This is an optimization exercise on Yosys and OpenROAD, whose aim is small area, a short achievable clock period and few clock cycles per item, not a production implementation. Where RTL was checked, it was by simulation tests only, not by an equivalence proof against the original. No functional check of the RTL was part of runs 1 to 4.

$ cat flow/run.sh
#!/bin/bash
# synth_recipe.tcl (not shown) runs the flow's synth.tcl, then flattens the netlist and writes it again
# the make line also repeats each setting of config.mk as NAME=value (left out here)
make -C /OpenROAD-flow-scripts/flow DESIGN_CONFIG=/design/flow/config.mk WORK_HOME=/design/flow/orfs CLKGATE_MAP_FILE= SYNTH_SCRIPT=/design/flow/synth_recipe.tcl finish
$ cat flow/config.mk
export PLATFORM = sky130hd
export DESIGN_NAME = ex_muldiv_unit
export DESIGN_NICKNAME = ex_muldiv_unit
export VERILOG_FILES = /design/flow/design.v
export SDC_FILE = /design/flow/constraint.sdc
export NUM_CORES = 4
export LEC_CHECK = 0
export CAP_MARGIN = 30
export CORE_MARGIN = 2
export CORE_UTILIZATION = 40
export SETUP_SLACK_MARGIN = 5
export SLEW_MARGIN = 30
export SYNTH_HIERARCHICAL = 1
$ cat flow/constraint.sdc
create_clock -name core_clock -period 11.0 [get_ports {clk}]
set_input_delay 2.2000 -clock core_clock [delete_from_list [all_inputs] [get_ports {clk}]]
set_output_delay 2.2000 -clock core_clock [all_outputs]
set_load 0.01 [all_outputs]
$ cat flow/design.v
module ex_muldiv_unit (
  input  logic        clk,
  input  logic        rst,
  input  logic        start_i,
  input  logic [2:0]  op_i,
  input  logic [31:0] rs1_i,
  input  logic [31:0] rs2_i,
  input  logic [4:0]  rd_addr_i,
  input  logic        flush_i,
  output logic        busy_o,
  output logic        done_o,
  output logic [31:0] result_o,
  output logic [4:0]  rd_addr_o
);
  logic s_mul, s_norm, s_div, s_done, s_idle;
  assign s_idle = ~(s_mul | s_norm | s_div | s_done);
  logic accept;
  assign accept = s_idle & start_i & ~flush_i;
  function automatic logic [1:0] nbytes_m1(input logic [31:0] v, input logic ext);
    logic nz1, nz2, nz3;
    nz1 = (v[15:8]  != {8{ext}});
    nz2 = (v[23:16] != {8{ext}});
    nz3 = (v[31:24] != {8{ext}});
    if (nz3)      nbytes_m1 = 2'd3;
    else if (nz2) nbytes_m1 = 2'd2;
    else if (nz1) nbytes_m1 = 2'd1;
    else          nbytes_m1 = 2'd0;
  endfunction
  logic        e1, e2, swap, sel;
  logic [1:0]  n1, n2;
  logic        a_neg, b_neg;
  logic [31:0] a_mag;
  assign e1    = ~(op_i[1] & op_i[0]) & rs1_i[31];    
  assign e2    = ~op_i[1] & rs2_i[31];                
  assign n1    = nbytes_m1(rs1_i, e1);
  assign n2    = nbytes_m1(rs2_i, e2);
  assign swap  = (n1 < n2);
  assign sel   = op_i[2] | swap;
  assign a_neg = ~op_i[0] & rs1_i[31];
  assign b_neg = ~op_i[0] & rs2_i[31];
  assign a_mag = (rs1_i ^ {32{a_neg}}) + {31'd0, a_neg};
  logic [32:0] a_q;       
  logic [31:0] b_q;       
  logic        bext_q;    
  logic        dcin_q, dz_q;
  logic        selhi_q;   
  logic        neg_q;     
  logic        negc_q;    
  always_ff @(posedge clk) begin
    selhi_q <= op_i[2] ? op_i[1] : (op_i[1:0] != 2'd0);
    neg_q   <= op_i[2] & (op_i[1] ? a_neg : (a_neg ^ b_neg) | (rs2_i == 32'd0));
    negc_q  <= op_i[2] & (op_i[1] ? a_neg : (a_neg ^ b_neg) & (rs2_i != 32'd0));
    a_q    <= sel ? {e2 & ~op_i[2], rs2_i ^ {32{op_i[2] & ~b_neg}}} : {e1, rs1_i};
    b_q    <= op_i[2] ? a_mag : swap ? rs1_i : rs2_i;
    bext_q <= sel ? e1 : e2;
    dcin_q <= ~b_neg;
    dz_q   <= (rs2_i == 32'd0);
  end
  logic [63:0] acc_q, acc_d;      
  logic [63:0] accc_q, accc_d;    
  logic [3:0]  cnt_q, cnt_d;
  logic        first_q;
  logic        clo_q;             
  logic [7:0] chunk;
  logic [8:0] c9;
  always_comb begin
    case (cnt_q[1:0])
      2'd0:    chunk = b_q[7:0];
      2'd1:    chunk = b_q[15:8];
      2'd2:    chunk = b_q[23:16];
      default: chunk = b_q[31:24];
    endcase
  end
  assign c9 = {first_q & bext_q, chunk};
  function automatic logic [127:0] csa(input logic [63:0] x, input logic [63:0] y,
                                       input logic [63:0] z);
    csa = {x ^ y ^ z, ((x & y) | (x & z) | (y & z)) << 1};
  endfunction
  localparam logic [63:0] SGN_K = -(64'hFF << 32) - (64'd1 << 41);
  logic [63:0] rows [12];
  always_comb begin
    for (int i = 0; i < 8; i++)
      rows[i] = 64'({~(c9[i] & a_q[32]), (a_q[31:0] & {32{c9[i]}})}) << i;
    rows[8]  = 64'({~(c9[8] & ~a_q[32]), ~a_q[32] & c9[8], (~a_q[31:0] & {32{c9[8]}})}) << 8;
    rows[9]  = {acc_q[55:0], 8'd0};
    rows[10] = {accc_q[55:0], 8'd0};
    rows[11] = SGN_K | (64'(c9[8]) << 8);
  end
  logic [63:0] l1 [8];
  logic [63:0] l2 [6];
  logic [63:0] l3 [4];
  logic [63:0] l4 [3];
  logic [63:0] mac_s, mac_c;
  always_comb begin
    {l1[0], l1[1]} = csa(rows[0], rows[1], rows[2]);
    {l1[2], l1[3]} = csa(rows[3], rows[4], rows[5]);
    {l1[4], l1[5]} = csa(rows[6], rows[7], rows[8]);
    {l1[6], l1[7]} = csa(rows[9], rows[10], rows[11]);
    {l2[0], l2[1]} = csa(l1[0], l1[1], l1[2]);
    {l2[2], l2[3]} = csa(l1[3], l1[4], l1[5]);
    l2[4] = l1[6];
    l2[5] = l1[7];
    {l3[0], l3[1]} = csa(l2[0], l2[1], l2[2]);
    {l3[2], l3[3]} = csa(l2[3], l2[4], l2[5]);
    {l4[0], l4[1]} = csa(l3[0], l3[1], l3[2]);
    l4[2] = l3[3];
    {mac_s, mac_c} = csa(l4[0], l4[1], l4[2]);
  end
  logic mac_clo;
  ex_muldiv_cout32 u_clo (.x(mac_s[31:0]), .y(mac_c[31:0]), .co(mac_clo));
  logic [32:0] r1s, r2s;
  logic [34:0] t1, t2;
  logic        q1, q2;
  logic [31:0] r1, r2;
  assign r1s = {acc_q[63:32], acc_q[31]};
  assign t1  = {1'b0, r1s, 1'b1} + {2'b11, a_q[31:0], dcin_q};
  assign q1  = ~t1[34];
  assign r1  = q1 ? t1[32:1] : r1s[31:0];
  assign r2s = {r1, acc_q[30]};
  assign t2  = {1'b0, r2s, 1'b1} + {2'b11, a_q[31:0], dcin_q};
  assign q2  = ~t2[34];
  assign r2  = q2 ? t2[32:1] : r2s[31:0];
  function automatic logic [5:0] lzc32(input logic [31:0] v);
    logic [5:0] z;
    z = 6'd32;
    for (int i = 0; i < 32; i++)
      if (v[i]) z = 6'(31 - i);
    lzc32 = z;
  endfunction
  logic [6:0]  j0;
  logic [4:0]  j;
  logic        early;
  logic [63:0] norm;
  assign j0    = {1'b0, lzc32(~a_q[31:0] | 32'd1)} - {1'b0, lzc32(b_q)};
  assign early = j0[6] | dz_q;
  assign j     = j0[4:0] | 5'd1;
  assign norm  = early ? {b_q, 32'd0} : ({32'd0, b_q} << (5'd31 - j));
  always_comb begin
    acc_d  = 64'd0;
    accc_d = 64'd0;
    cnt_d  = cnt_q - 4'd1;
    if (s_mul) begin
      acc_d  = mac_s;
      accc_d = mac_c;
    end else if (s_norm) begin
      acc_d  = norm;
      cnt_d  = 4'(j >> 1);
    end else if (s_div) begin
      acc_d  = {r2, acc_q[29:0], q1, q2};
    end
  end
  logic last;
  assign last = (cnt_q == 4'd0);
  always_ff @(posedge clk or posedge rst) begin
    if (rst) begin
      s_mul  <= 1'b0;
      s_norm <= 1'b0;
      s_div  <= 1'b0;
      s_done <= 1'b0;
    end else begin
      s_mul  <= (accept & ~op_i[2]) | (s_mul & ~flush_i & ~last);
      s_norm <= accept & op_i[2];
      s_div  <= (s_norm & ~flush_i & ~early) | (s_div & ~flush_i & ~last);
      s_done <= ((s_mul | s_div) & ~flush_i & last) | (s_norm & ~flush_i & early);
    end
  end
  always_ff @(posedge clk) begin
    acc_q   <= acc_d;
    accc_q  <= accc_d;
    cnt_q   <= s_idle ? {2'd0, swap ? n1 : n2} : cnt_d;
    first_q <= s_idle;
    clo_q   <= s_mul & mac_clo;
  end
  logic        cin;
  logic [31:0] x, y, sum;
  assign x   = (selhi_q ? acc_q[63:32] : acc_q[31:0]) ^ {32{neg_q}};
  assign y   = selhi_q ? accc_q[63:32] : accc_q[31:0];
  assign cin = negc_q | (selhi_q & clo_q);
  ex_muldiv_add32 u_add (.x(x), .y(y), .cin(cin), .s(sum));
  assign result_o  = sum;
  assign busy_o    = accept | s_mul | s_norm | s_div;
  assign done_o    = s_done;
  assign rd_addr_o = rd_addr_i;
endmodule
module ex_muldiv_cout32 (
  input  logic [31:0] x,
  input  logic [31:0] y,
  output logic        co
);
  logic [31:0] g [6];
  logic [31:0] p [6];
  always_comb begin
    g[0] = x & y;
    p[0] = x | y;
    for (int k = 0; k < 5; k++)
      for (int i = 0; i < 32; i++)
        if (i % (2 << k) == (2 << k) - 1) begin
          g[k+1][i] = g[k][i] | (p[k][i] & g[k][i - (1 << k)]);
          p[k+1][i] = p[k][i] & p[k][i - (1 << k)];
        end else begin
          g[k+1][i] = g[k][i];
          p[k+1][i] = p[k][i];
        end
  end
  assign co = g[5][31];
endmodule
module ex_muldiv_add32 (
  input  logic [31:0] x,
  input  logic [31:0] y,
  input  logic        cin,
  output logic [31:0] s
);
  logic [31:0] g [6];
  logic [31:0] p [6];
  logic [31:0] c;
  always_comb begin
    g[0] = x & y;
    p[0] = x ^ y;
    for (int k = 0; k < 5; k++)
      for (int i = 0; i < 32; i++)
        if (i >= (1 << k)) begin
          g[k+1][i] = g[k][i] | (p[k][i] & g[k][i - (1 << k)]);
          p[k+1][i] = p[k][i] & p[k][i - (1 << k)];
        end else begin
          g[k+1][i] = g[k][i];
          p[k+1][i] = p[k][i];
        end
    c[0] = cin;
    for (int i = 1; i < 32; i++)
      c[i] = g[5][i-1] | (p[5][i-1] & cin);
  end
  assign s = p[0] ^ c;
endmodule
==> results of run 1 <==
-- logic make-up (layout without fill, tap and decap cells) --
group / count (synthesis) / in the layout / share of synthesized area
flops: 203 / 203 / 0.1423
xor+xnor: 170 / 170 / 0.05186
buf+inv: 606 / 647 / 0.08150
mux: 174 / 174 / 0.06324
fa+ha+maj: 515 / 515 / 0.2987
simple gates: 1082 / 1082 / 0.1875
other cells: 1 / 13 / 0.0001306
compound gates: 761 / 762 / 0.1749
-- routing by layer --
layer / part of all wire / wire (µm) / vias up / global-route usage
met2: 0.44 / 50190 / 1236 / 0.4846
met4: 0.058 / 6667 / 4 / 0.1479
met1: 0.41 / 47350 / 12756 / 0.4078
li1: - / - / 11959 / -
met3: 0.087 / 9910 / 272 / 0.04593
met5: 0.00031 / 35 / - / 0
-- modules after synthesis (local to each module, per instance) --
module | flip-flops and latches | times used | area [µm²] | cells inside
ex_muldiv_cout32 | 0 | 1 | 449.2 | 72
ex_muldiv_unit | 203 | 1 | 26580 | 3221
ex_muldiv_add32 | 0 | 1 | 1678 | 219
-- area by class of cell --
type / instances / area [µm²]
clock buffer: 32 / 713.2
fill: 6988 / 38620
timing repair buffer: 198 / 1964
antenna: 1 / 2.502
inverter: 403 / 1513
multi-input combinational: 2715 / 23000
sequential: 203 / 4109
clock inverter: 14 / 131.4
tap: 950 / 1189
-- path summary, 6_finish.rpt --
check / end / slack (ns) / depth (start not counted)
max: result_o[19] / 5.01 / 11
min: first_q / 0.55 / 1
max reg2reg: acc_q[34] / 5.18 / 23
min reg2reg: first_q / 0.55 / 1
max in group asynchronous: s_mul / 9.01 / 2
min in group asynchronous: s_mul / 1.82 / 2
-- stage by stage --
stage	utilization	setup slack [ns]	hold WS, ns	std cells	area [µm²]
finish	0.4578	5.010	0.5540	4516	32620
global placement	0.4312	3.781	0.5656	4432	30720
CTS	0.4508	4.861	0.5541	4499	32120
detailed placement	0.4321	3.693	0.5335	4434	30790
global route	0.4578	4.869	0.5895	4515	32620
floorplan	-	5.190	0.5093	3523	28750
-- worst register-to-register path, delay by kind of cell (launching register included) --
kind,cells,cell delay [ns]
fa+ha+maj,2,0.80
mux,1,0.37
simple gates,4,0.80
flops,1,0.43
buf+inv,3,0.52
compound gates,13,2.80
-- synth_stat cells, drive strengths merged, types with 40 or more instances --
cell,number
inv,402
nand2,316
fa,284
and2,266
ha,230
nor2,223
a21oi,219
dfxtp,199
o21ai,178
clkbuf,160
mux2i,133
xnor2,106
xor2,64
nand3,50
nor3,49
buf,43
a31oi,40
-- state kept, by name, summed over array words and instances, names as in the netlist, 4 cells and up --
| name | flops |
|---|---|
| cnt_q | 4 |
| accc_q | 58 |
| b_q | 32 |
| acc_q | 64 |
| a_q | 33 |
-- timing repair --
item | CTS | global route
setup buffers | 17 | 13
pin swaps | 12 | 22
endpoints found under the setup margin | 68 | 69
gates resized for setup | 79 | 80
gates cloned | 2 | 3
==> qor.csv, run 1 <==
metric,value,unit
cts_root_buf,clkbuf_16,
yosysWarnings,18,
cp_slowest_cell,clkdlybuf4s50_1,
numCtsBuffers,25,
cts_tree,built,
die_x,271.9,µm
worstPathMaxFanout,12,
grt_antenna_before_repair,6,
clock_skew,0.02437,ns
finalSetupViolCount,0,
drc,0,
slew-limit-headroom,0.2756,
vias,26227,
grt_start_max_net_pins,97,
hold_viol_final,0,
cts_sinks,203,
gp_congestion,0.9911,
hp-class,flip-flop to flip-flop,
grt_use_total,0.3056,
status,finished clean,
cts_hold_buf,0,
io_buffers,104,
synth_area_per_cell,8.174,µm²
crit_path_end_kind,output port,
drive_above_1_share,0.09341,
die_h,271.9,µm
cap_violations,0,
area_delta_synth_final,13.62,%
post-route-min-period,5.990,ns
drtIter0Drc,2994,
htreeDepth,1,
cts_buffer_depth,3,
ys_seq_area_frac,0.1423,
crit_family,buffers and inverters,
final_max_slew_viol_count,0,
critical_path_class,flip-flop to output port,
hp-start,s_done,
synth_top_area_share,0.1980,
grt_pass1_vias,26329,
cp-startpoint,selhi_q,
initial_utilization,0.4030,
async_flop_share,0.01970,
crit_buf_inv,3,
syn_inst,3512,
grt_overflow_total,0,
rsz0062_at_grt,yes,
rows,98,
synth_area_leader_cell,fa_1,
layout_common_cells,"400 x inv_1, 311 x nand2_1, 283 x fa_1, 264 x and2_1, 218 x nor2_1",
dr.pass1.iters,8,
clock.fmax,0.1670,GHz
synth-edff-count,0,
viasPerCell,5.808,
nNetsFinal,4136,
fin_setup_tns,0,ns
yosys.cell_types.count,111,
ant_nets,0,
worst_slew_pin_slew,1.077,ns
worstPathRequired,8.80,ns
synth.cell_area,0.02871,mm²
post-route-period-util,0.5445,
hpwl,88560,µm
grt_pass1_wl,169800,µm
start_kind,flip-flop,
ys.flop_type,dfxtp_1,
die-area,0.07393,mm²
arrival,3.79,ns
wirelength,114200,µm
synth-seq-cells,203,
final_common_cell,inv_1,
clk_pin_slew,0.06,ns
io_pins,115,
insertion_delay,0.59,ns
ys_top_cells_by_area,"fa_1 20%, dfxtp_1 14%, ha_1 10%, and2_1 5.8%, inv_1 5.2%",
r2r_start,a_q[0],
wl_per_cell,25.28,µm
core_area,0.07124,mm²
cpPeakStageDelay,0.56,ns
path_cells,buf_12 -> mux2i_2 -> xnor2_1 -> ha_2 -> and3_1 -> nand2_1 -> a2111oi_2 -> o2bb2ai_2 -> buf_4 -> xor2_1 -> clkdlybuf4s50_1,
==> run 2, diff against run 1 <==
--- a/flow/config.mk
+++ b/flow/config.mk
@@ -13 +13,2 @@
 export SYNTH_HIERARCHICAL = 1
+export TNS_END_PERCENT = 20
==> qor.csv, run 2 <==
metric,value,unit,change
drc,0,,unchanged
hold_viol_final,0,,unchanged
async_flop_share,0.01970,,unchanged
slew-limit-headroom,0.3280,,+0.05238
cp_slowest_cell,clkdlybuf4s50_1,,
numCtsBuffers,25,,unchanged
vias,26131,,-0.37%
yosysWarnings,18,,unchanged
nNetsFinal,4129,,-0.17%
whs_endpoint,first_q,,
rr_worst_depth,23,,unchanged
synth-seq-cells,203,,unchanged
rows,98,,unchanged
ff2ff_setup_slack,5.16,ns,-0.02 ns
layout_common_cells,"400 x inv_1, 312 x nand2_1, 283 x fa_1, 265 x and2_1, 219 x nor2_1",,
cpPeakStageDelay,0.55,ns,about the same
wirelength,113400,µm,-0.69%
initial_utilization,0.4030,,unchanged
die_x,271.9,µm,unchanged
post-route-min-period,6.151,ns,+0.1612 ns
crit_buf_inv,2,,-1
top_register,acc_q,,
arrival,3.95,ns,+0.16 ns
die_h,271.9,µm,unchanged
synth_area_leader_cell,fa_1,,
htreeDepth,1,,unchanged
synth_area_per_cell,8.174,µm²,unchanged
reg_top3,"acc_q: 64 flops, accc_q: 58 flops, a_q: 33 flops",,
drtIter0Drc,2726,,-9.0%
final_common_cell,inv_1,,
yosys.cell_types.count,111,,unchanged
start_kind,flip-flop,,
syn_inst,3512,,unchanged
viasPerCell,5.795,,-0.21%
grt_antenna_before_repair,6,,unchanged
synth.cell_area,0.02871,mm²,unchanged
path_cells,buf_12 -> mux2i_1 -> xnor2_1 -> ha_1 -> a21oi_1 -> a21boi_2 -> o2111ai_1 -> o2bb2ai_2 -> o31a_1 -> xor2_1 -> clkdlybuf4s50_1,,
die-area,0.07393,mm²,unchanged
fin_setup_tns,0,ns,unchanged
core_area,0.07124,mm²,unchanged
regArea,0.004109,mm²,unchanged
drive_above_1_share,0.08769,,-0.005718
grt_pass1_vias,26284,,-0.17%
synth_top_area_share,0.1980,,unchanged
r2r_end,acc_q[19],,
whs_path_depth,1,,unchanged
cts_tree,built,,
io_pins,115,,unchanged
hpwl,88560,µm,unchanged
status,finished clean,,
cap_violations,0,,unchanged
finalSetupViolCount,0,,unchanged
io_buffers,104,,unchanged
cts_root_buf,clkbuf_16,,
cts_sinks,203,,unchanged
crit_path_end_kind,output port,,
clock.fmax,0.1626,GHz,-2.6%
ys.flop_type,dfxtp_1,,
hp-class,flip-flop to flip-flop,,
grt_use_total,0.3049,,-0.0006486
largest_reg_flops,64,,unchanged
multiInputGateArea,0.02291,mm²,-0.39%
gp_congestion,0.9911,,unchanged
area_delta_synth_final,13.07,%,
hp-start,s_done,,
ant_nets,0,,unchanged
grt_pass1_wl,169400,µm,-0.25%
wl_per_cell,25.14,µm,-0.54%
critical_path_class,flip-flop to output port,,
fin_util,0.4557,,-0.002178
grt_overflow_total,0,,unchanged
fillerInstances,6986,,-0.029%
r2r_start,b_q[5],,
clk_pin_slew,0.06,ns,about the same
insertion_delay,0.58,ns,about the same
crit_family,compound AO/OA/AOI/OAI gates,,
synth-edff-count,0,,unchanged
clock_skew,0.02090,ns,-0.003466 ns
cts_buffer_depth,3,,unchanged
dr.pass1.iters,6,,-2
worstPathMaxFanout,12,,unchanged
grt_start_max_net_pins,97,,unchanged
post-route-period-util,0.5592,,+0.01465
ys_seq_area_frac,0.1423,,unchanged
ys_top_cells_by_area,"fa_1 20%, dfxtp_1 14%, ha_1 10%, and2_1 5.8%, inv_1 5.2%",,
cts_hold_buf,0,,unchanged
rsz0062_at_grt,yes,,
worst_slew_pin_slew,0.9988,ns,-0.07786 ns
cp-startpoint,selhi_q,,
worstPathRequired,8.80,ns,about the same
synth_most_common_cell,inv_1,,
synth.top_cells.by_count,"400 x inv_1, 314 x nand2_1, 284 x fa_1",,
final_max_slew_viol_count,0,,unchanged
[run 2: cell count changes in the layout (fill, tap and decap cells not counted), sizes merged]
cell / before / now
clkdlybuf4s50: 82 / 95
buf: 92 / 86
dlygate4sd2: 7 / 1
dlymetal6s2s: 10 / 6
clkbuf: 37 / 34
clkdlybuf4s15: 1 / 0
[run 2: per-stage QoR]
step                      area, µm²  cells  hold slack, ns  worst slack [ns]
after detailed placement      30790   4434          0.5335             3.693
after global placement        30720   4432          0.5656             3.781
after global routing          32460   4508          0.5895             4.720
after CTS                     32000   4494          0.5541             4.779
final                         32460   4509          0.5623             4.849
after floorplan               28750   3523          0.5093             5.190
[run 2: worst max-delay path by stage]
stage	endpoint	depth (start not counted)	slack [ns]
finish	result_o[24]	11	4.85
global route	result_o[24]	11	4.72
CTS	result_o[27]	12	4.78
detailed placement	acc_q[34]	24	3.69
global placement	acc_q[34]	24	3.78
floorplan	acc_q[46]	25	5.19
[run 2: cell type report]
| type | instances | area share |
|---|---|---|
| Antenna cell | 1 | 0.00007709 |
| Clock buffer | 32 | 0.02197 |
| Clock inverter | 14 | 0.004047 |
| Inverter | 403 | 0.04660 |
| Multi-Input combinational cell | 2715 | 0.7056 |
| Sequential cell | 203 | 0.1266 |
| Tap cell | 950 | 0.03662 |
| Timing Repair Buffer | 191 | 0.05851 |
[run 2: what timing repair did]
item                                   4_1_cts  5_1_grt
pin swaps                                    8       16
setup endpoints to repair                   68       71
endpoints found under the hold margin        0        0
setup buffers                               12       12
resized for setup                           49       71
cloned                                       2        2
[run 2: cells by family (layout without fill, tap and decap cells)]
family,after synthesis,count (layout),share of synthesized area
other cells,1,13,0.0001306
simple gates,1082,1082,0.1875
buf+inv,606,640,0.08150
compound gates,761,762,0.1749
flops,203,203,0.1423
mux,174,174,0.06324
fa+ha+maj,515,515,0.2987
xor+xnor,170,170,0.05186
[run 2: per-layer routing]
layer / share of wire / track usage / up-vias
li1: - / - / 11942
met1: 0.42 / 0.4069 / 12719
met2: 0.44 / 0.4816 / 1205
met3: 0.082 / 0.04637 / 261
met4: 0.058 / 0.1511 / 4
met5: 0.00041 / 0 / -
[run 2: modules after synthesis (local to each module, per instance)]
module            cell area (µm²)  cells  flops+latches
ex_muldiv_add32              1678    219              0
ex_muldiv_unit              26580   3221            203
ex_muldiv_cout32            449.2     72              0
==> run 3, diff against run 2 <==
--- a/flow/config.mk
+++ b/flow/config.mk
@@ -7,2 +7,3 @@
 export LEC_CHECK = 0
+export ABC_AREA = 1
 export CAP_MARGIN = 30
@@ -13,2 +14 @@
 export SYNTH_HIERARCHICAL = 1
-export TNS_END_PERCENT = 20
==> qor.csv, run 3 <==
metric,value,unit,change
post-route-min-period,6.521,ns,+0.3701 ns
nNetsFinal,5094,,+23%
hold_viol_final,0,,unchanged
rsz0062_at_grt,yes,,
io_pins,115,,unchanged
largest_reg_flops,64,,unchanged
grt_pass1_vias,28517,,+8.5%
critical_path_class,flip-flop to flip-flop,,
ys.flop_type,dfxtp_1,,
grt_antenna_before_repair,2,,-4
io_buffers,104,,unchanged
grt_use_met3,0.03769,,-0.008678
cts_root_buf,clkbuf_16,,
yosysWarnings,18,,unchanged
synth.top_cells.by_count,"1051 x nand2_1, 774 x inv_1, 483 x nor2_1",,
synth_area_leader_cell,fa_1,,
wirelength,116600,µm,+2.9%
viasPerCell,5.379,,-7.2%
synth_area_per_cell,6.673,µm²,-18%
initial_utilization,0.4044,,+0.001400
use_met1,0.3781,,-0.02881
area_delta_synth_final,18.79,%,
crit_top_cell,o21ai_2,,
vias,29450,,+13%
worstPathRequired,11.43,ns,+2.63 ns
clk_pin_slew,0.06,ns,about the same
status,finished clean,,
synth-seq-cells,203,,unchanged
clock_skew,0.02054,ns,-0.0003610 ns
drc,0,,unchanged
grt_use_met2,0.5154,,+0.03376
worstPathMaxFanout,5,,-7
cp_slowest_cell,fa_2,,
grt_overflow_total,0,,unchanged
drtIter0Drc,2453,,-10%
synth-edff-count,0,,unchanged
synth_top_area_share,0.1967,,-0.001363
core_area,0.07149,mm²,+0.34%
gp_congestion,1.022,,+3.1%
holdWs,0.5584,ns,-0.003920 ns
synth_most_common_cell,nand2_1,,
hp-class,flip-flop to flip-flop,,
layout_common_cells,"1034 x nand2_1, 764 x inv_1, 457 x nor2_1, 282 x fa_1, 232 x o21ai_0",,
cpPeakStageDelay,0.41,ns,-0.14 ns
die_h,272.8,µm,+0.34%
die_x,272.8,µm,+0.34%
grt_use_total,0.3064,,+0.001494
clock.fmax,0.1534,GHz,-5.7%
syn_inst,4332,,+23%
post-route-period-util,0.5928,,+0.03365
drive_above_1_share,0.1105,,+0.02281
yosys.cell_types.count,57,,-49%
fillerInstances,7350,,+5.2%
grt_pass1_wl,172300,µm,+1.7%
cts_buffer_depth,3,,unchanged
grt-busiest-layer,met2,,
cts_sinks,203,,unchanged
hpwl,91770,µm,+3.6%
numPlacedInstances,5308,,+20%
cts_hold_buf,0,,unchanged
start_kind,flip-flop,,
async_flop_share,0.01970,,unchanged
wl_per_cell,21.30,µm,-15%
rows,98,,unchanged
grt_start_max_net_pins,67,,-31%
ys_top_cells_by_area,"fa_1 20%, dfxtp_1 14%, nand2_1 14%, inv_1 10%, ha_1 10%",,
die-area,0.07444,mm²,+0.69%
dr.pass1.iters,8,,+2
final_max_slew_viol_count,0,,unchanged
finalSetupViolCount,0,,unchanged
ys_seq_area_frac,0.1413,,-0.0009790
final_common_cell,nand2_1,,
insertion_delay,0.57,ns,about the same
fin_setup_tns,0,ns,unchanged
crit_path_end_kind,flip-flop,,
cap_violations,0,,unchanged
ant_nets,0,,unchanged
top_register,acc_q,,
arrival,6.95,ns,+3.00 ns
antenna_cells,0,,-1
synth.cell_area,0.02891,mm²,+0.69%
cts_tree,built,,
fin_cells,5475,,+21%
numCtsBuffers,27,,+8.0%
slew-limit-headroom,0.3371,,+0.009096
worst_slew_pin_slew,0.9815,ns,-0.01727 ns
reg_top3,"acc_q: 64 flops, accc_q: 58 flops, a_q: 33 flops",,
htreeDepth,1,,unchanged
## run 3: changes by cell type after synthesis, sizes merged, moves of 51 or more
cell    previous run  this run
and2             266         0
clkbuf           160       109
inv              402       788
mux2i            133         0
nand2            316      1080
nand3             50       193
nor2             223       495
o21ai            178       310
xnor2            106        24
xor2              64       146
## run 3: critical path, delay by kind of cell, from the launching register on
family / cells / cell delay (ns)
compound gates: 23 / 3.28
fa+ha+maj: 2 / 0.70
buf+inv: 6 / 0.80
flops: 1 / 0.38
simple gates: 12 / 1.18
## run 3: cells by family after synthesis
family,Yosys count,synth area share
buf+inv,944,0.1240
flops,203,0.1413
other cells,1,0.0001297
fa+ha+maj,514,0.2962
compound gates,623,0.1174
xor+xnor,170,0.05177
simple gates,1877,0.2691
## run 3: per-stage QoR
stage          cell area, µm²    util  setup slack (ns)
3_5_place_dp            31130  0.4354             3.069
3_3_place_gp            31110  0.4352             3.241
2_1_floorplan           29030       -             5.020
6_report                34340  0.4804             4.479
5_1_grt                 34340  0.4804             4.221
4_1_cts                 33340  0.4663             4.594
## run 3: worst paths after layout
check	start	to	slack (ns)	depth (start not counted)
worst max-delay path	a_q[0]	acc_q[36]	4.48	43
worst min-delay path	cnt_q[3]	cnt_q[3]	0.56	3
worst max register to register	a_q[0]	acc_q[36]	4.48	43
worst min register to register	cnt_q[3]	cnt_q[3]	0.56	3
max in group asynchronous	rst	s_mul	9.00	2
min in group asynchronous	rst	s_done	1.84	2
## run 3: layout make-up
cell class                 instances  area, µm²  area share
multi-input combinational       3201      22370      0.6513
timing repair inverter             2      20.02   0.0005830
clock buffer                      39      770.7     0.02244
inverter                         802       3058     0.08905
tap                              950       1189     0.03461
sequential                       203       4130      0.1203
timing repair buffer             267       2613     0.07608
clock inverter                    11      193.9    0.005648
## run 3: layer usage
metal  wire, µm  vias up
met3       8506      334
met1      45600    13982
met4       8025        2
li1           -    13793
met5         13        -
met2      54490     1339
## run 3: timing repair
item | in CTS | in global routing
hold endpoints to repair | 0 | 0
setup buffers | 59 | 43
resized for setup | 167 | 132
cloned | 10 | 5
setup endpoints to repair | 87 | 111
pin swaps | 52 | 67
## run 3: modules after synthesis (local to each module, per instance)
module / flops+latches / cells inside
ex_muldiv_add32: 0 / 519
ex_muldiv_cout32: 0 / 136
ex_muldiv_unit: 203 / 3677
==> run 4, diff against run 3 <==
--- a/flow/config.mk
+++ b/flow/config.mk
@@ -7,6 +7,5 @@
 export LEC_CHECK = 0
-export ABC_AREA = 1
 export CAP_MARGIN = 30
 export CORE_MARGIN = 2
-export CORE_UTILIZATION = 40
+export CORE_UTILIZATION = 60
 export SETUP_SLACK_MARGIN = 5
==> qor.csv, run 4 <==
metric,value,unit,change
viasPerCell,6.626,,+23%
synth-seq-cells,203,,unchanged
rows,80,,-18%
grt_antenna_before_repair,3,,+1
ff2ff_setup_slack,5.25,ns,+0.77 ns
dr.pass1.iters,7,,-1
clk_pin_slew,0.07,ns,about the same
cts_buffer_depth,3,,unchanged
place_area,0.03031,mm²,-2.6%
synth.cell_area,0.02871,mm²,-0.69%
worstPathRequired,8.80,ns,-2.63 ns
io_pins,115,,unchanged
grt_overflow_total,0,,unchanged
syn_inst,3512,,-19%
ant_nets,0,,unchanged
ys.flop_type,dfxtp_1,,
r2r_end,acc_q[34],,
regArea,0.004106,mm²,-0.58%
cap_violations,0,,unchanged
synth-edff-count,0,,unchanged
cp_slowest_cell,dfxtp_4,,
synth.top_cells.by_count,"400 x inv_1, 314 x nand2_1, 284 x fa_1",,
drtIter0Drc,3059,,+25%
final_max_slew_viol_count,0,,unchanged
yosys.cell_types.count,111,,+95%
worst_slew_pin_slew,0.9685,ns,-0.01299 ns
status,finished clean,,
drive_above_1_share,0.09560,,-0.01490
crit_buf_inv,5,,-1
start_kind,flip-flop,,
whs_path_depth,2,,-1
initial_utilization,0.6051,,+0.2007
synth_area_per_cell,8.174,µm²,+22%
yosysWarnings,18,,unchanged
multiInputGateArea,0.02302,mm²,+2.9%
r2r_start,a_q[1],,
whs_endpoint,s_div,,
rsz0062_at_grt,yes,,
grt_pass1_wl,169900,µm,-1.4%
ys_top_cells_by_area,"fa_1 20%, dfxtp_1 14%, ha_1 10%, and2_1 5.8%, inv_1 5.2%",,
gp_congestion,1.131,,+11%
hpwl,88100,µm,-4.0%
ys_seq_area_frac,0.1423,,+0.0009790
die_x,222.7,µm,-18%
hp-start,s_div,,
crit_family,compound AO/OA/AOI/OAI gates,,
synth_most_common_cell,inv_1,,
cts_root_buf,clkbuf_16,,
cpPeakStageDelay,0.42,ns,about the same
nNetsFinal,4140,,-19%
wirelength,114800,µm,-1.6%
slew-limit-headroom,0.3534,,+0.01634
cts_sinks,203,,unchanged
largest_reg_flops,64,,unchanged
vias,27717,,-5.9%
fin_setup_tns,0,ns,unchanged
final_area,0.03234,mm²,-5.8%
path_cells,buf_4 -> buf_6 -> mux2i_4 -> xnor2_2 -> ha_1 -> a211oi_4 -> o21bai_2 -> a311oi_4 -> o21ai_4 -> buf_6 -> a211oi_4 -> buf_4 -> o31ai_2 -> xor2_1 -> dlymetal6s2s_1,,
core_area,0.04745,mm²,-34%
grt_pass1_vias,27449,,-3.7%
hp-class,flip-flop to flip-flop,,
area_delta_synth_final,12.64,%,
finalSetupViolCount,0,,unchanged
layout_common_cells,"400 x inv_1, 312 x nand2_1, 280 x fa_1, 264 x and2_1, 215 x ha_1",,
drc,0,,unchanged
wl_per_cell,27.44,µm,+29%
synth_area_leader_cell,fa_1,,
die_h,222.7,µm,-18%
arrival,3.96,ns,-2.99 ns
post-route-period-util,0.5603,,-0.03249
numCtsBuffers,25,,-7.4%
htreeDepth,1,,unchanged
grt_use_total,0.4572,,+0.1508
worstPathMaxFanout,5,,unchanged
io_buffers,104,,unchanged
clock.fmax,0.1622,GHz,+5.8%
die-area,0.04961,mm²,-33%
final_common_cell,inv_1,,
synth_top_area_share,0.1980,,+0.001363
critical_path_class,flip-flop to output port,,
insertion_delay,0.59,ns,+0.02 ns
grt_start_max_net_pins,86,,+28%
fillerInstances,3830,,-48%
clock_skew,0.04500,ns,+0.02446 ns
top_register,acc_q,,
async_flop_share,0.01970,,unchanged
post-route-min-period,6.163,ns,-0.3574 ns
reg_top3,"acc_q: 64 flops, accc_q: 58 flops, a_q: 33 flops",,
cts_tree,built,,
rr_worst_depth,23,,-47%
hold_viol_final,0,,unchanged
crit_path_end_kind,output port,,
==> run 4: cell count changes after synthesis, moves of 51 or more <==
| cell | previous run | this run |
|---|---|---|
| nand2_1 | 1051 | 314 |
| inv_1 | 774 | 400 |
| and2_1 | 0 | 265 |
| nor2_1 | 483 | 222 |
| o21ai_0 | 270 | 81 |
| nand3_1 | 184 | 49 |
| mux2i_1 | 0 | 133 |
| xnor2_1 | 24 | 106 |
| xor2_1 | 145 | 64 |
| o21ai_1 | 35 | 94 |
| clkbuf_1 | 109 | 160 |
==> run 4: per-stage QoR <==
stage                     instances  worst slack [ns]  hold WS [ns]  utilization
after floorplan                3523             5.190        0.5093            -
final                          4183             4.837        0.6250       0.6816
after detailed placement       4099             3.933        0.5918       0.6388
after CTS                      4158             4.758        0.6074       0.6693
after global routing           4182             4.755        0.6360       0.6815
after global placement         4098             4.003        0.5624       0.6382
==> run 4: worst max path at each step <==
| stage | startpoint | endpoint | depth (start not counted) |
|---|---|---|---|
| final | selhi_q | result_o[28] | 15 |
| after global routing | selhi_q | result_o[28] | 15 |
| after CTS | selhi_q | result_o[25] | 11 |
| after detailed placement | a_q[0] | acc_q[34] | 24 |
| after global placement | a_q[0] | acc_q[34] | 24 |
| after floorplan | a_q[0] | acc_q[46] | 25 |
==> run 4: tightest hold or removal path, stage by stage, from the launching register on <==
cell     delay, ns
dfrtp_1       0.44
nand2_1       0.08
a21oi_1       0.06
==> run 4: final cells by class <==
cell class,count,area share
Tap cell,615,0.02380
Inverter,403,0.04678
Clock buffer,29,0.02140
Multi-Input combinational cell,2715,0.7120
Timing Repair Buffer,202,0.06257
Clock inverter,15,0.006384
Antenna cell,1,0.00007738
Sequential cell,203,0.1270
==> run 4: repair_timing <==
| action | 4_1_cts | 5_1_grt |
|---|---|---|
| endpoints found under the setup margin | 79 | 63 |
| pin swaps | 12 | 26 |
| cloned | 2 | 1 |
| hold buffers | 0 | 0 |
| gates resized for setup | 84 | 92 |
| setup buffers | 13 | 23 |
==> run 4: metal layers <==
layer / GRT usage / share of wire
met3: 0.1184 / 0.12
met5: 0 / 0.00014
met4: 0.3072 / 0.084
met2: 0.6996 / 0.43
met1: 0.5692 / 0.36
==> run 4: cells by family (layout without fill, tap and decap cells) <==
group           Yosys count  in the layout  synth area share
xor+xnor                170            170           0.05186
flops                   203            203            0.1423
compound gates          761            762            0.1749
simple gates           1082           1082            0.1875
fa+ha+maj               515            515            0.2987
other cells               1             13         0.0001306
mux                     174            174           0.06324
buf+inv                 606            649           0.08150
==> run 4: modules after synthesis, one instance, submodules excluded <==
module	flip-flops and latches	cell area, µm²	cells inside	copies in the design
ex_muldiv_unit	203	26580	3221	1
ex_muldiv_add32	0	1678	219	1
ex_muldiv_cout32	0	449.2	72	1
==> run 5, diff against run 4 <==
--- a/flow/design.v
+++ b/flow/design.v
@@ -44,10 +44,6 @@
   logic        bext_q;    
-  logic        dcin_q, dz_q;
-  logic        selhi_q;   
-  logic        neg_q;     
-  logic        negc_q;    
+  logic [2:0]  op_q;
+  logic        negq_q, negr_q, dcin_q, dz_q;
   always_ff @(posedge clk) begin
-    selhi_q <= op_i[2] ? op_i[1] : (op_i[1:0] != 2'd0);
-    neg_q   <= op_i[2] & (op_i[1] ? a_neg : (a_neg ^ b_neg) | (rs2_i == 32'd0));
-    negc_q  <= op_i[2] & (op_i[1] ? a_neg : (a_neg ^ b_neg) & (rs2_i != 32'd0));
+    op_q   <= op_i;
     a_q    <= sel ? {e2 & ~op_i[2], rs2_i ^ {32{op_i[2] & ~b_neg}}} : {e1, rs1_i};
@@ -55,2 +51,4 @@
     bext_q <= sel ? e1 : e2;
+    negq_q <= a_neg ^ b_neg;
+    negr_q <= a_neg;
     dcin_q <= ~b_neg;
@@ -173,9 +171,11 @@
   end
-  logic        cin;
+  logic        sel_hi, neg, cin;
   logic [31:0] x, y, sum;
-  assign x   = (selhi_q ? acc_q[63:32] : acc_q[31:0]) ^ {32{neg_q}};
-  assign y   = selhi_q ? accc_q[63:32] : accc_q[31:0];
-  assign cin = negc_q | (selhi_q & clo_q);
+  assign sel_hi = op_q[2] ? op_q[1] : (op_q[1:0] != 2'd0);
+  assign neg    = op_q[2] & (op_q[1] ? negr_q : negq_q);
+  assign x      = (sel_hi ? acc_q[63:32] : acc_q[31:0]) ^ {32{neg}};
+  assign y      = sel_hi ? accc_q[63:32] : accc_q[31:0];
+  assign cin    = neg | (sel_hi & clo_q);
   ex_muldiv_add32 u_add (.x(x), .y(y), .cin(cin), .s(sum));
-  assign result_o  = sum;
+  assign result_o  = sum | {32{op_q[2] & ~op_q[1] & dz_q}};
   assign busy_o    = accept | s_mul | s_norm | s_div;
--- a/flow/config.mk
+++ b/flow/config.mk
@@ -7,7 +7,7 @@
 export LEC_CHECK = 0
-export CAP_MARGIN = 30
+export CAP_MARGIN = 20
 export CORE_MARGIN = 2
-export CORE_UTILIZATION = 60
+export CORE_UTILIZATION = 40
 export SETUP_SLACK_MARGIN = 5
-export SLEW_MARGIN = 30
+export SLEW_MARGIN = 20
 export SYNTH_HIERARCHICAL = 1
==> qor.csv, run 5 <==
metric,value,unit,change
status,finished clean,,
insertion_delay,0.60,ns,about the same
grt_pass1_wl,169100,µm,-0.49%
io_buffers,104,,unchanged
largest_reg_flops,64,,unchanged
fin_ws,4.819,ns,-0.01718 ns
rows,98,,+23%
nNetsFinal,4134,,-0.14%
slew-limit-headroom,0.2753,,-0.07812
yosys.cell_types.count,107,,-3.6%
gp_congestion,1.008,,-11%
arrival,3.98,ns,+0.02 ns
layout_common_cells,"394 x inv_1, 295 x nand2_1, 278 x fa_1, 252 x and2_1, 204 x ha_1",,
synth.top_cells.by_count,"396 x inv_1, 303 x nand2_1, 284 x fa_1",,
synth_most_common_cell,inv_1,,
grt_start_max_net_pins,86,,unchanged
drive_above_1_share,0.1254,,+0.02979
path_cells,inv_2 -> a21oi_4 -> buf_12 -> buf_12 -> buf_16 -> mux2i_2 -> xor2_1 -> ha_2 -> nand2_1 -> or4_4 -> nor3_4 -> buf_4 -> a211o_4 -> a21oi_2 -> xnor2_1 -> nand2b_1 -> buf_2,,
worstPathRequired,8.80,ns,about the same
clock.fmax,0.1618,GHz,-0.28%
htreeDepth,1,,unchanged
dr.pass1.iters,6,,-1
synth_top_area_share,0.1987,,+0.0006234
cts_sinks,205,,+0.99%
cpPeakStageDelay,0.53,ns,+0.11 ns
die_h,271.5,µm,+22%
rsz0062_at_grt,yes,,
start_kind,flip-flop,,
cts_root_buf,clkbuf_16,,
area_delta_synth_final,17.05,%,
hp-class,flip-flop to flip-flop,,
crit_family,simple AND/OR/NAND/NOR gates,,
hold_viol_final,0,,unchanged
pre_cts_ws,3.980,ns,+0.04628 ns
synth-seq-cells,205,,+0.99%
numCtsBuffers,27,,+8.0%
hpwl,84600,µm,-4.0%
synth.cell_area,0.02862,mm²,-0.31%
final_common_cell,inv_1,,
crit_top_cell,buf_12,,
die-area,0.07370,mm²,+49%
fin_setup_tns,0,ns,unchanged
io_pins,115,,unchanged
clk_pin_slew,0.07,ns,about the same
wl_per_cell,25.11,µm,-8.5%
ys.flop_type,dfxtp_1,,
ys_seq_area_frac,0.1441,,+0.001847
ys_top_cells_by_area,"fa_1 20%, dfxtp_1 14%, ha_1 10%, and2_1 5.5%, inv_1 5.2%",,
vias,26579,,-4.1%
whs_path_depth,2,,unchanged
crit_path_end_kind,output port,,
clock_skew,0.01507,ns,-0.02992 ns
yosysWarnings,18,,unchanged
cts_tree,built,,
initial_utilization,0.4024,,-0.2027
fillerInstances,6870,,+79%
core_area,0.07112,mm²,+50%
synth_area_per_cell,8.257,µm²,+1.0%
grt_antenna_before_repair,3,,unchanged
final_max_slew_viol_count,0,,unchanged
grt_pass1_vias,26156,,-4.7%
hp-start,cnt_q[2],,
syn_inst,3466,,-1.3%
rr_worst_depth,20,,-13%
cp_slowest_cell,or4_4,,
post-route-min-period,6.181,ns,+0.01718 ns
cap_violations,0,,unchanged
cp-startpoint,op_q[2],,
synth-edff-count,0,,unchanged
place_area,0.03064,mm²,+1.1%
reg_top3,"acc_q: 64 flops, accc_q: 58 flops, a_q: 33 flops",,
wirelength,113400,µm,-1.2%
ff2ff_setup_slack,5.13,ns,-0.12 ns
die_x,271.5,µm,+22%
worstPathMaxFanout,5,,unchanged
whs_endpoint,cnt_q[2],,
r2r_end,clo_q,,
cts_buffer_depth,3,,unchanged
crit_buf_inv,6,,+1
final_area,0.03350,mm²,+3.6%
ant_nets,0,,unchanged
grt_overflow_total,0,,unchanged
synth_area_leader_cell,fa_1,,
grt_use_total,0.3037,,-0.1535
critical_path_class,flip-flop to output port,,
viasPerCell,5.884,,-11%
worst_slew_pin_slew,1.060,ns,+0.09110 ns
top_register,acc_q,,
finalSetupViolCount,0,,unchanged
async_flop_share,0.01951,,-0.0001922
drc,0,,unchanged
drtIter0Drc,2686,,-12%
post-route-period-util,0.5619,,+0.001562
r2r_start,cnt_q[0],,
==> run 5: worst max-delay path by stage <==
stage	slack (ns)	depth (start not counted)	end
after floorplan	5.26	15	result_o[28]
after global placement	4.16	20	acc_q[46]
after detailed placement	3.98	20	acc_q[36]
after CTS	4.77	17	result_o[25]
after global routing	4.69	18	result_o[28]
final	4.82	17	result_o[27]
==> run 5: modules after synthesis (local to each module, per instance) <==
module            flops+latches  cells inside  area (µm²)
ex_muldiv_cout32              0            72       449.2
ex_muldiv_add32               0           219        1678
ex_muldiv_unit              205          3175       26490
==> run 5: worst reg2reg max path, cell delays in order, from the launching register on <==
cell      delay [ns]
dfxtp_4         0.39
inv_1           0.12
ha_4            0.22
a222oi_1        0.37
mux2i_2         0.11
buf_4           0.28
and2_1          0.24
fa_1            0.63
inv_1           0.09
fa_1            0.51
fa_1            0.45
fa_1            0.50
inv_1           0.05
fa_1            0.55
o22ai_1         0.10
nor2_1          0.23
o221ai_2        0.18
nor4_4          0.37
o311ai_4        0.17
nand2_2         0.12
and2_1          0.13
==> run 5: cell families (layout without fill, tap and decap cells) <==
kind of cell	Yosys count	count (layout)	synth area share
compound gates	780	780	0.1816
xor+xnor	169	169	0.05172
fa+ha+maj	515	515	0.2996
buf+inv	601	688	0.08123
flops	205	205	0.1441
mux	156	156	0.05815
other cells	1	14	0.0001310
simple gates	1039	1040	0.1834
==> run 5: stage by stage <==
stage | util | std cells | hold WS [ns]
floorplan | - | 3477 | 0.4799
global placement | 0.4309 | 4389 | 0.5625
detailed placement | 0.4309 | 4389 | 0.5695
CTS | 0.4629 | 4496 | 0.5798
global route | 0.4709 | 4515 | 0.6127
finish | 0.4710 | 4517 | 0.5829
==> run 5: routing by layer <==
metal  share of wire  vias up  wire length, µm  track usage
li1                -    11907                -            -
met1            0.42    12984            47350       0.4132
met2            0.43     1379            48700       0.4672
met3           0.091      307            10370      0.05139
met4           0.061        2             6962       0.1469
met5         0.00025        -               28            0
==> run 5: cell type report <==
class / count / area [µm²] / share of cell area
antenna: 2 / 5.005 / 0.0001494
clock buffer: 30 / 696.9 / 0.02081
clock inverter: 20 / 307.8 / 0.009189
inverter: 397 / 1490 / 0.04449
multi-input combinational: 2672 / 23250 / 0.6940
sequential: 205 / 4150 / 0.1239
tap: 950 / 1189 / 0.03548
timing repair buffer: 241 / 2412 / 0.07202
==> run 5: timing repair <==
action                                  in CTS  in global routing
pin swaps                                   73                 51
hold buffers                                 0                  0
resized for setup                          215                119
gates cloned                                 8                  2
endpoints found under the setup margin      66                 67
setup buffers                               49                 17
Testbench counts of run 5, summed over its fixed seeds: cycles 19,583, ops 4,000.

-- afterwards: timing with drivers on the ports --
How much do the figures lean on ideal ports? The routed layouts below were timed once more, with nothing changed but the port constraints. Step 1, drivers: a clkbuf_16 drives clk and a buf_2 each remaining input, both assumed. Step 2, shift: input delay + t, output delay - t, t = (earliest + latest rising clock arrival at the registers) / 2. This alone moves slack from input paths to output paths. a / b / c = no drivers / after step 1 / after step 2; a / b = the first two.
| run | t, ns | slack for setup (ns) | worst setup path after step 2 | latest minus earliest clock arrival (ns) | worst slew at a driven data input, ns |
|---|---|---|---|---|---|
| run 1 | 0.643 | 5.010 / 4.942 / 4.723 | input to register | 0.025 / 0.024 | 0.08 |
| run 2 | 0.645 | 4.849 / 4.779 / 4.432 | input to register | 0.021 / 0.021 | 0.06 |
| run 3 | 0.623 | 4.479 / 4.479 / 4.479 | register to register | 0.022 / 0.022 | 0.06 |
| run 4 | 0.631 | 4.837 / 4.777 / 4.642 | input to register | 0.045 / 0.045 | 0.08 |
| run 5 | 0.653 | 4.819 / 4.760 / 4.924 | input to register | 0.016 / 0.017 | 0.06 |
After both steps setup and hold are still met in every run listed. For run 2, which loses most, drivers alone change the setup slack by -0.070 ns; drivers and shift together by -0.417 ns.
